This is an optimization exercise on Yosys and OpenROAD, whose aim is small area, a short achievable clock period and few clock cycles, not a production implementation.
The RTL was checked by simulation tests, not by an equivalence proof against the original design.
Power is estimated from default activity; no workload was simulated.

==> run K <==
Design beamformer_top, start of the top module:
module beamformer_top (
    input  logic                                                 clk,
    input  logic                                                 reset,
    input  logic                                                 req,
    input  logic [beam_pkg::POS_WIDTH-1:0]                       x_f,
    input  logic [beam_pkg::POS_WIDTH-1:0]                       z_f,
    input  logic [beam_pkg::NUM_CHANNELS*beam_pkg::DATA_WIDTH-1:0] rf_data,
    input  logic                                                 sample_valid,
    output logic                                                 ack,
    output logic                                                 sample_ready,
    output beam_pkg::sum_t                                       beam_out,
    output logic                                                 beam_valid
);
make LEC_CHECK=0 CAP_MARGIN=20 CORE_MARGIN=2 CORE_UTILIZATION=40 SLEW_MARGIN=20 finish   # period 11.0 ns
run.sh (not shown) runs the stock make flow with config.mk's settings and CLKGATE_MAP_FILE= SYNTH_SCRIPT=/design/flow/synth_recipe.tcl, a recipe that flattens the netlist after the stock synthesis.
==> inputs of run R, as changes to run K <==
--- a/flow/design.v
+++ b/flow/design.v
@@ -59,30 +59,28 @@
         if (reset) begin
             step <= 4'd0;
             ack  <= 1'b0;
         end else begin
             if (take)                step <= 4'd1;
-            else if (step == 4'd8)   step <= 4'd0;
+            else if (step == 4'd7)   step <= 4'd0;
             else if (step != 4'd0)   step <= step + 4'd1;
             if (step == 4'd6)        ack <= 1'b1;
             else if (ack && !req)    ack <= 1'b0;
         end
     end
     always_ff @(posedge clk) begin
-        if (take) begin
-            x    <= x_f[11:0];
-            x_hi <= |x_f[15:12];
-            div  <= {z_f, 1'b0};
-        end
+        x    <= x_f[11:0];
+        x_hi <= |x_f[15:12];
+        if (take) div <= {z_f, 1'b0};
     end
     logic [SQ-1:0] pp [12];
     always_comb begin
         for (int i = 0; i < 12; i++) begin
             pp[i] = '0;
-            if (2*i < SQ) pp[i][2*i] = x[i];
+            if (2*i < SQ) pp[i][2*i] = x_f[i];
             for (int j = i + 1; j < 12; j++) begin
-                if (i + j + 1 < SQ) pp[i][i+j+1] = x[i] & x[j];
+                if (i + j + 1 < SQ) pp[i][i+j+1] = x_f[i] & x_f[j];
             end
         end
     end
     logic [SQ-1:0] r0, r1, r2, r3, r4, r5, r6;
     assign r0 = pp[0] | pp[7];
@@ -101,13 +99,13 @@
     logic [14:0] mul3, mul5, mul7;
     logic [14:0] kx [NC];
     always_ff @(posedge clk) begin
         sq_s <= l4s;
         sq_c <= l4c;
-        mul3 <= {3'd0, x} + {2'd0, x, 1'b0};
-        mul5 <= {3'd0, x} + {1'd0, x, 2'b0};
-        mul7 <= {x, 3'b0} - {3'd0, x};
+        mul3 <= {3'd0, x_f[11:0]} + {2'd0, x_f[11:0], 1'b0};
+        mul5 <= {3'd0, x_f[11:0]} + {1'd0, x_f[11:0], 2'b0};
+        mul7 <= {x_f[11:0], 3'b0} - {3'd0, x_f[11:0]};
     end
     assign kx[0] = '0;
     assign kx[1] = {3'd0, x};
     assign kx[2] = {2'd0, x, 1'b0};
     assign kx[3] = mul3;
@@ -135,27 +133,27 @@
         assign sq_k = s2 + c2;
         assign big  = x_hi || (x >= 12'(2897 + 8 * k));
         assign trial  = {rem, d[DW-1]};
         assign addend = rem[PW] ? {2'b00, div} : ~{2'b00, div};
         assign next   = trial + addend + {{(PW+1){1'b0}}, !rem[PW]};
-        assign over   = clamp || ((step == 4'd3) && (rem[PW-1:0] >= div));
+        assign over   = clamp || ((step == 4'd2) && (rem[PW-1:0] >= div));
         assign q_bit  = !next[PW+1] || over;
         always_ff @(posedge clk) begin
-            if (step == 4'd2) begin
+            if (step == 4'd1) begin
                 rem   <= {1'b0, sq_k[SQ-1:DW]};
                 clamp <= big;
             end else begin
                 rem   <= next[PW:0];
                 clamp <= over;
             end
         end
         always_ff @(posedge clk) begin
             if (reset) begin
                 d <= '0;
-            end else if (step == 4'd2) begin
+            end else if (step == 4'd1) begin
                 d <= sq_k[DW-1:0];
-            end else if (step >= 4'd3) begin
+            end else if (step >= 4'd2) begin
                 d <= {d[DW-2:0], q_bit};
             end
         end
         assign delays[k*DW +: DW] = d;
     end
@@ -250,59 +248,50 @@
     output logic                                                 beam_valid
 );
     localparam int NC = beam_pkg::NUM_CHANNELS;
     localparam int DW = beam_pkg::DATA_WIDTH;
     localparam int LW = beam_pkg::DELAY_WIDTH;
-    logic [NC*DW-1:0] row_q;
-    logic             row_valid;     
     logic             read_valid;    
     logic             tap_valid;
     logic [LW:0]      filled;        
     logic [LW-1:0]    newest;        
     logic [NC*LW-1:0] delays;
     logic [NC*DW-1:0] taps;
     logic             ready_next;
-    logic             valid_next;
+    logic             take_row;
     logic [7:0]       load;
-    logic             empty_next;
-    logic [2:0]       place_next;    
-    logic             ok_idle;       
-    logic             ok_taken;      
+    logic             empty;
     focus_delay_calc focus_calc_i (
         .clk        (clk),
         .reset      (reset),
         .req        (req),
         .x_f        (x_f),
         .z_f        (z_f),
         .ack        (ack),
         .ready_next (ready_next),
         .delays     (delays)
     );
-    assign valid_next = sample_valid && sample_ready && !reset;
-    assign empty_next = reset || (filled == '0 && !row_valid);
-    assign place_next = (row_valid || filled == '0) ? newest[2:0] : newest[2:0] + 3'd1;
-    assign ok_taken   = (place_next == 3'd0);
-    assign ok_idle    = empty_next || (place_next == 3'd7);
+    assign take_row = sample_valid && sample_ready && !reset;
+    assign empty    = (filled == '0);
     always_ff @(posedge clk) begin
-        row_q        <= rf_data;
-        sample_ready <= ready_next && (valid_next ? ok_taken : ok_idle);
+        if (reset)                  sample_ready <= 1'b1;
+        else if (take_row || empty) sample_ready <= ready_next && (newest[2:0] == 3'd0);
+        else                   sample_ready <= ready_next && (newest[2:0] == 3'd7);
         if (reset) begin
-            row_valid  <= 1'b0;
             read_valid <= 1'b0;
             tap_valid  <= 1'b0;
             filled     <= '0;
             newest     <= '0;
         end else begin
-            row_valid  <= valid_next;
-            read_valid <= row_valid;
+            read_valid <= take_row;
             tap_valid  <= read_valid;
-            if (row_valid && !filled[LW]) filled <= filled + 1'b1;
-            if (!row_valid && filled != '0) newest <= newest + 1'b1;
+            if (take_row && !filled[LW]) filled <= filled + 1'b1;
+            if (!take_row && !empty)     newest <= newest + 1'b1;
         end
     end
     always_comb begin
-        for (int i = 0; i < 8; i++) load[i] = row_valid && (newest[LW-1:3] == 3'(i));
+        for (int i = 0; i < 8; i++) load[i] = (newest == LW'(8 * i));
     end
     for (genvar k = 0; k < NC; k++) begin : g_channel
         logic [LW-1:0] dk;
         logic [2:0]    grp;
         logic          ok;
@@ -314,11 +303,11 @@
             for (int i = 0; i < 8; i++) group[i] = ok && (grp == 3'(i));
         end
         channel_delay_line delay_line_i (
             .clk       (clk),
             .load      (load),
-            .sample_in (row_q[k*DW +: DW]),
+            .sample_in (rf_data[k*DW +: DW]),
             .group     (group),
             .delay     (dk),
             .tap       (taps[k*DW +: DW])
         );
     end
==> flow/flow/run.sh (new file) <==
#!/bin/bash
# Layout: the standard ORFS flow (standard.sh, all steps) with these
# changes to how the layout is made; the design, the clock and the
# constraints are the standard ones:
#  - synthesis: synth_recipe.tcl with flow/abc_split.tcl in front of it, which
#    maps the tap read multiplexers with ABC's default script (see there);
#  - BUFFER_PORTS_ARGS: the ports are buffered with buf_4 rather than the
#    default port buffer, a slow delay cell;
#  - CTS_ARGS: clock tree synthesis without dummy loads, with sink clusters of
#    at most 25 flip-flops within 60 um (the standard clustering options);
set -euo pipefail
export BUFFER_PORTS_ARGS="-buffer_cell sky130_fd_sc_hd__buf_4"
export CTS_ARGS="-sink_clustering_enable -repair_clock_nets -dont_use_dummy_load -sink_clustering_size 25 -sink_clustering_max_diameter 60"
export SETUP_SLACK_MARGIN=7.2
cat flow/abc_split.tcl synth_recipe.tcl > split_synth.tcl
sed "s#SYNTH_SCRIPT=[^ ]*#SYNTH_SCRIPT=$PWD/split_synth.tcl#" standard.sh > split_standard.sh
grep -q "SYNTH_SCRIPT=$PWD/split_synth.tcl" split_standard.sh
bash split_standard.sh "$@" > flow_standard.log 2>&1
==> flow/flow/abc_split.tcl (new file) <==
# Prepended to the standard flow's synthesis script (synth_recipe.tcl) by run.sh.
# ORFS's synthesis maps all logic with one ABC call using its speed script.
# Here that call is split in two: first the tap read multiplexers (the logic
# that feeds the tap registers, back to the registers it reads) with ABC's
# default script, which maps this wide and-or logic to fewer cells; then
# everything else, unchanged, with the standard call. Registers are mapped
# before ABC runs, so they are the same as in the standard synthesis.
proc abc {args} {
  set i [lsearch -exact $args -script]
  set dargs $args
  if {$i >= 0} { set dargs [lreplace $args $i [expr {$i + 1}]] }
  yosys select -set taps c:*delay_line_i.tap*
  yosys select -set tapd @taps %ci1:+sky130_fd_sc_hd__dfxtp_1\[D\] @taps %d
  yosys select -set readmux @tapd %ci*:-sky130_fd_sc_hd__dfxtp_1:-sky130_fd_sc_hd__edfxtp_1 t:sky130_fd_sc_hd__dfxtp_1 %d t:sky130_fd_sc_hd__edfxtp_1 %d
  yosys abc {*}$dargs @readmux
  yosys abc {*}$args
}
==> flow/standard.sh (new file) <==
#!/bin/bash
# synth_recipe.tcl (not shown) runs the flow's synth.tcl, then flattens the netlist and writes it again
# the make line also repeats each setting of config.mk as NAME=value (left out here)
make -C /OpenROAD-flow-scripts/flow DESIGN_CONFIG=/design/flow/config.mk WORK_HOME=/design/flow/orfs CLKGATE_MAP_FILE= SYNTH_SCRIPT=/design/flow/synth_recipe.tcl "${@:-finish}"
--- a/flow/config.mk
+++ b/flow/config.mk
@@ -5,7 +5,7 @@
 export SDC_FILE = /design/flow/constraint.sdc
 export NUM_CORES = 4
 export LEC_CHECK = 0
 export CAP_MARGIN = 20
 export CORE_MARGIN = 2
-export CORE_UTILIZATION = 40
+export CORE_UTILIZATION = 65
 export SLEW_MARGIN = 20
removed: flow/run.sh
==> inputs of run X, as changes to run K <==
--- a/flow/design.v
+++ b/flow/design.v
@@ -59,30 +59,28 @@
         if (reset) begin
             step <= 4'd0;
             ack  <= 1'b0;
         end else begin
             if (take)                step <= 4'd1;
-            else if (step == 4'd8)   step <= 4'd0;
+            else if (step == 4'd7)   step <= 4'd0;
             else if (step != 4'd0)   step <= step + 4'd1;
             if (step == 4'd6)        ack <= 1'b1;
             else if (ack && !req)    ack <= 1'b0;
         end
     end
     always_ff @(posedge clk) begin
-        if (take) begin
-            x    <= x_f[11:0];
-            x_hi <= |x_f[15:12];
-            div  <= {z_f, 1'b0};
-        end
+        x    <= x_f[11:0];
+        x_hi <= |x_f[15:12];
+        if (take) div <= {z_f, 1'b0};
     end
     logic [SQ-1:0] pp [12];
     always_comb begin
         for (int i = 0; i < 12; i++) begin
             pp[i] = '0;
-            if (2*i < SQ) pp[i][2*i] = x[i];
+            if (2*i < SQ) pp[i][2*i] = x_f[i];
             for (int j = i + 1; j < 12; j++) begin
-                if (i + j + 1 < SQ) pp[i][i+j+1] = x[i] & x[j];
+                if (i + j + 1 < SQ) pp[i][i+j+1] = x_f[i] & x_f[j];
             end
         end
     end
     logic [SQ-1:0] r0, r1, r2, r3, r4, r5, r6;
     assign r0 = pp[0] | pp[7];
@@ -101,13 +99,13 @@
     logic [14:0] mul3, mul5, mul7;
     logic [14:0] kx [NC];
     always_ff @(posedge clk) begin
         sq_s <= l4s;
         sq_c <= l4c;
-        mul3 <= {3'd0, x} + {2'd0, x, 1'b0};
-        mul5 <= {3'd0, x} + {1'd0, x, 2'b0};
-        mul7 <= {x, 3'b0} - {3'd0, x};
+        mul3 <= {3'd0, x_f[11:0]} + {2'd0, x_f[11:0], 1'b0};
+        mul5 <= {3'd0, x_f[11:0]} + {1'd0, x_f[11:0], 2'b0};
+        mul7 <= {x_f[11:0], 3'b0} - {3'd0, x_f[11:0]};
     end
     assign kx[0] = '0;
     assign kx[1] = {3'd0, x};
     assign kx[2] = {2'd0, x, 1'b0};
     assign kx[3] = mul3;
@@ -135,27 +133,27 @@
         assign sq_k = s2 + c2;
         assign big  = x_hi || (x >= 12'(2897 + 8 * k));
         assign trial  = {rem, d[DW-1]};
         assign addend = rem[PW] ? {2'b00, div} : ~{2'b00, div};
         assign next   = trial + addend + {{(PW+1){1'b0}}, !rem[PW]};
-        assign over   = clamp || ((step == 4'd3) && (rem[PW-1:0] >= div));
+        assign over   = clamp || ((step == 4'd2) && (rem[PW-1:0] >= div));
         assign q_bit  = !next[PW+1] || over;
         always_ff @(posedge clk) begin
-            if (step == 4'd2) begin
+            if (step == 4'd1) begin
                 rem   <= {1'b0, sq_k[SQ-1:DW]};
                 clamp <= big;
             end else begin
                 rem   <= next[PW:0];
                 clamp <= over;
             end
         end
         always_ff @(posedge clk) begin
             if (reset) begin
                 d <= '0;
-            end else if (step == 4'd2) begin
+            end else if (step == 4'd1) begin
                 d <= sq_k[DW-1:0];
-            end else if (step >= 4'd3) begin
+            end else if (step >= 4'd2) begin
                 d <= {d[DW-2:0], q_bit};
             end
         end
         assign delays[k*DW +: DW] = d;
     end
@@ -250,59 +248,50 @@
     output logic                                                 beam_valid
 );
     localparam int NC = beam_pkg::NUM_CHANNELS;
     localparam int DW = beam_pkg::DATA_WIDTH;
     localparam int LW = beam_pkg::DELAY_WIDTH;
-    logic [NC*DW-1:0] row_q;
-    logic             row_valid;     
     logic             read_valid;    
     logic             tap_valid;
     logic [LW:0]      filled;        
     logic [LW-1:0]    newest;        
     logic [NC*LW-1:0] delays;
     logic [NC*DW-1:0] taps;
     logic             ready_next;
-    logic             valid_next;
+    logic             take_row;
     logic [7:0]       load;
-    logic             empty_next;
-    logic [2:0]       place_next;    
-    logic             ok_idle;       
-    logic             ok_taken;      
+    logic             empty;
     focus_delay_calc focus_calc_i (
         .clk        (clk),
         .reset      (reset),
         .req        (req),
         .x_f        (x_f),
         .z_f        (z_f),
         .ack        (ack),
         .ready_next (ready_next),
         .delays     (delays)
     );
-    assign valid_next = sample_valid && sample_ready && !reset;
-    assign empty_next = reset || (filled == '0 && !row_valid);
-    assign place_next = (row_valid || filled == '0) ? newest[2:0] : newest[2:0] + 3'd1;
-    assign ok_taken   = (place_next == 3'd0);
-    assign ok_idle    = empty_next || (place_next == 3'd7);
+    assign take_row = sample_valid && sample_ready && !reset;
+    assign empty    = (filled == '0);
     always_ff @(posedge clk) begin
-        row_q        <= rf_data;
-        sample_ready <= ready_next && (valid_next ? ok_taken : ok_idle);
+        if (reset)                  sample_ready <= 1'b1;
+        else if (take_row || empty) sample_ready <= ready_next && (newest[2:0] == 3'd0);
+        else                   sample_ready <= ready_next && (newest[2:0] == 3'd7);
         if (reset) begin
-            row_valid  <= 1'b0;
             read_valid <= 1'b0;
             tap_valid  <= 1'b0;
             filled     <= '0;
             newest     <= '0;
         end else begin
-            row_valid  <= valid_next;
-            read_valid <= row_valid;
+            read_valid <= take_row;
             tap_valid  <= read_valid;
-            if (row_valid && !filled[LW]) filled <= filled + 1'b1;
-            if (!row_valid && filled != '0) newest <= newest + 1'b1;
+            if (take_row && !filled[LW]) filled <= filled + 1'b1;
+            if (!take_row && !empty)     newest <= newest + 1'b1;
         end
     end
     always_comb begin
-        for (int i = 0; i < 8; i++) load[i] = row_valid && (newest[LW-1:3] == 3'(i));
+        for (int i = 0; i < 8; i++) load[i] = sample_valid && sample_ready && (newest[LW-1:3] == 3'(i));
     end
     for (genvar k = 0; k < NC; k++) begin : g_channel
         logic [LW-1:0] dk;
         logic [2:0]    grp;
         logic          ok;
@@ -314,11 +303,11 @@
             for (int i = 0; i < 8; i++) group[i] = ok && (grp == 3'(i));
         end
         channel_delay_line delay_line_i (
             .clk       (clk),
             .load      (load),
-            .sample_in (row_q[k*DW +: DW]),
+            .sample_in (rf_data[k*DW +: DW]),
             .group     (group),
             .delay     (dk),
             .tap       (taps[k*DW +: DW])
         );
     end
==> flow/flow/run.sh (new file) <==
#!/bin/bash
# Layout: the standard ORFS flow (standard.sh, all steps), run with these
# ORFS settings, which change how the layout is made but not the design, the
# clock or the constraints:
#  - BUFFER_PORTS_ARGS: the ports are buffered with buf_4 rather than the
#    default port buffer, a slow delay cell;
#  - CTS_ARGS: clock tree synthesis without dummy loads, with sink clusters of
#    at most 25 flip-flops within 60 um (the standard clustering options);
set -euo pipefail
export BUFFER_PORTS_ARGS="-buffer_cell sky130_fd_sc_hd__buf_4"
export CTS_ARGS="-sink_clustering_enable -repair_clock_nets -dont_use_dummy_load -sink_clustering_size 25 -sink_clustering_max_diameter 60"
export SETUP_SLACK_MARGIN=7.2
bash standard.sh > flow_standard.log 2>&1
==> flow/standard.sh (new file) <==
#!/bin/bash
# synth_recipe.tcl (not shown) runs the flow's synth.tcl, then flattens the netlist and writes it again
# the make line also repeats each setting of config.mk as NAME=value (left out here)
make -C /OpenROAD-flow-scripts/flow DESIGN_CONFIG=/design/flow/config.mk WORK_HOME=/design/flow/orfs CLKGATE_MAP_FILE= SYNTH_SCRIPT=/design/flow/synth_recipe.tcl "${@:-finish}"
removed: flow/run.sh
==> qor summary <==
| quantity | run X | run K | run R |
|---|---|---|---|
| Met2 layer usage reported by global route | 35.0% | 34.7% | 51.8% |
| Share of the cycle needed by the critical path after routing | 36.7% | 49.1% | 34.3% |
| Launch point of the critical path | sample_valid | focus_calc_i.x[2]$_DFFE_PP_ | focus_calc_i.g_ch[7].d[0]$_SDFFE_PP0P_ |
| Syn Nets | 22183 | 22351 | 21032 |
| Critical Path Stages | 6 | 15 | 9 |
| Multi-input logic cell count | 10658 | 10630 | 9546 |
| Switching power | 25.5 mW | 24.3 mW | 26.3 mW |
| Post-Synth XOR/XNOR Area | 1.31% | 1.31% | 1.33% |
| Power share of the clock group | 22.9% | 35.9% | 21.7% |
| Die X-Extent | 822 um | 827 um | 637 um |
| Worst-case vdd ir drop | 208 uV | 191 uV | 359 uV |
| Clk_buf instances | 473 | 1194 | 482 |
| Critical setup path kind | in -> reg | reg -> reg | reg -> reg |
| Endpoint of the most critical register-to-register path | g_channel[7].delay_line_i.tap[6]$_DFF_P_ | focus_calc_i.g_ch[1].rem[15]$_DFF_P_ | g_channel[7].delay_line_i.tap[5]$_DFF_P_ |
| Switching part of the total power | 33.7% | 29.9% | 33.0% |
| Transition time at the pin with the least slew margin | 1.18 ns | 1.17 ns | 1.28 ns |
| Leakage power figure | 112 nW | 118 nW | 112 nW |
| Worst r2r path cells | 11 | 15 | 9 |
| Critical path peak fanout | 21 | 13 | 45 |
| Pin count of the biggest net entering global routing | 115 | 151 | 129 |
| Worst path most repeated cell | buf_4 | - | buf_4 |
| Fmax achieved | 248 MHz | 185 MHz | 265 MHz |
| Run status | finished clean | finished clean | finished clean |
Testbench counts of run K, summed over its fixed seeds: cycles 4,640.
Testbench counts of run R, summed over its fixed seeds: cycles 4,632.
Testbench counts of run X, summed over its fixed seeds: cycles 4,632.

## static timing again, ports no longer ideal
How much do the figures lean on ideal ports? The routed layouts below were timed once more, with nothing changed but the port constraints. Step 1 sets driving cells, clkbuf_16 on the clock port and buf_2 on the other inputs (assumed; they add their load-dependent delay and slew). Step 2 adds t to the input delays and takes it off the output delays; t is the mean of the earliest and latest rising clock arrival at the registers after step 1. Input paths then give back, and output paths get back, about the clock's delay inside the block. Slacks: no drivers / after step 1 / after step 2; pairs: no drivers / after step 1.
run	shift t [ns]	slack for setup (ns)	pins driven straight from the clock port
run K	1.254	5.601 / 5.601 / 5.601	1
run R	1.112	7.223 / 7.142 / 6.190	1
run X	1.166	6.965 / 6.857 / 5.691	1
After both steps setup and hold are still met in every run listed. The setup slack of run X, which loses most, moves by -0.108 ns with the drivers and by -1.274 ns with both steps.
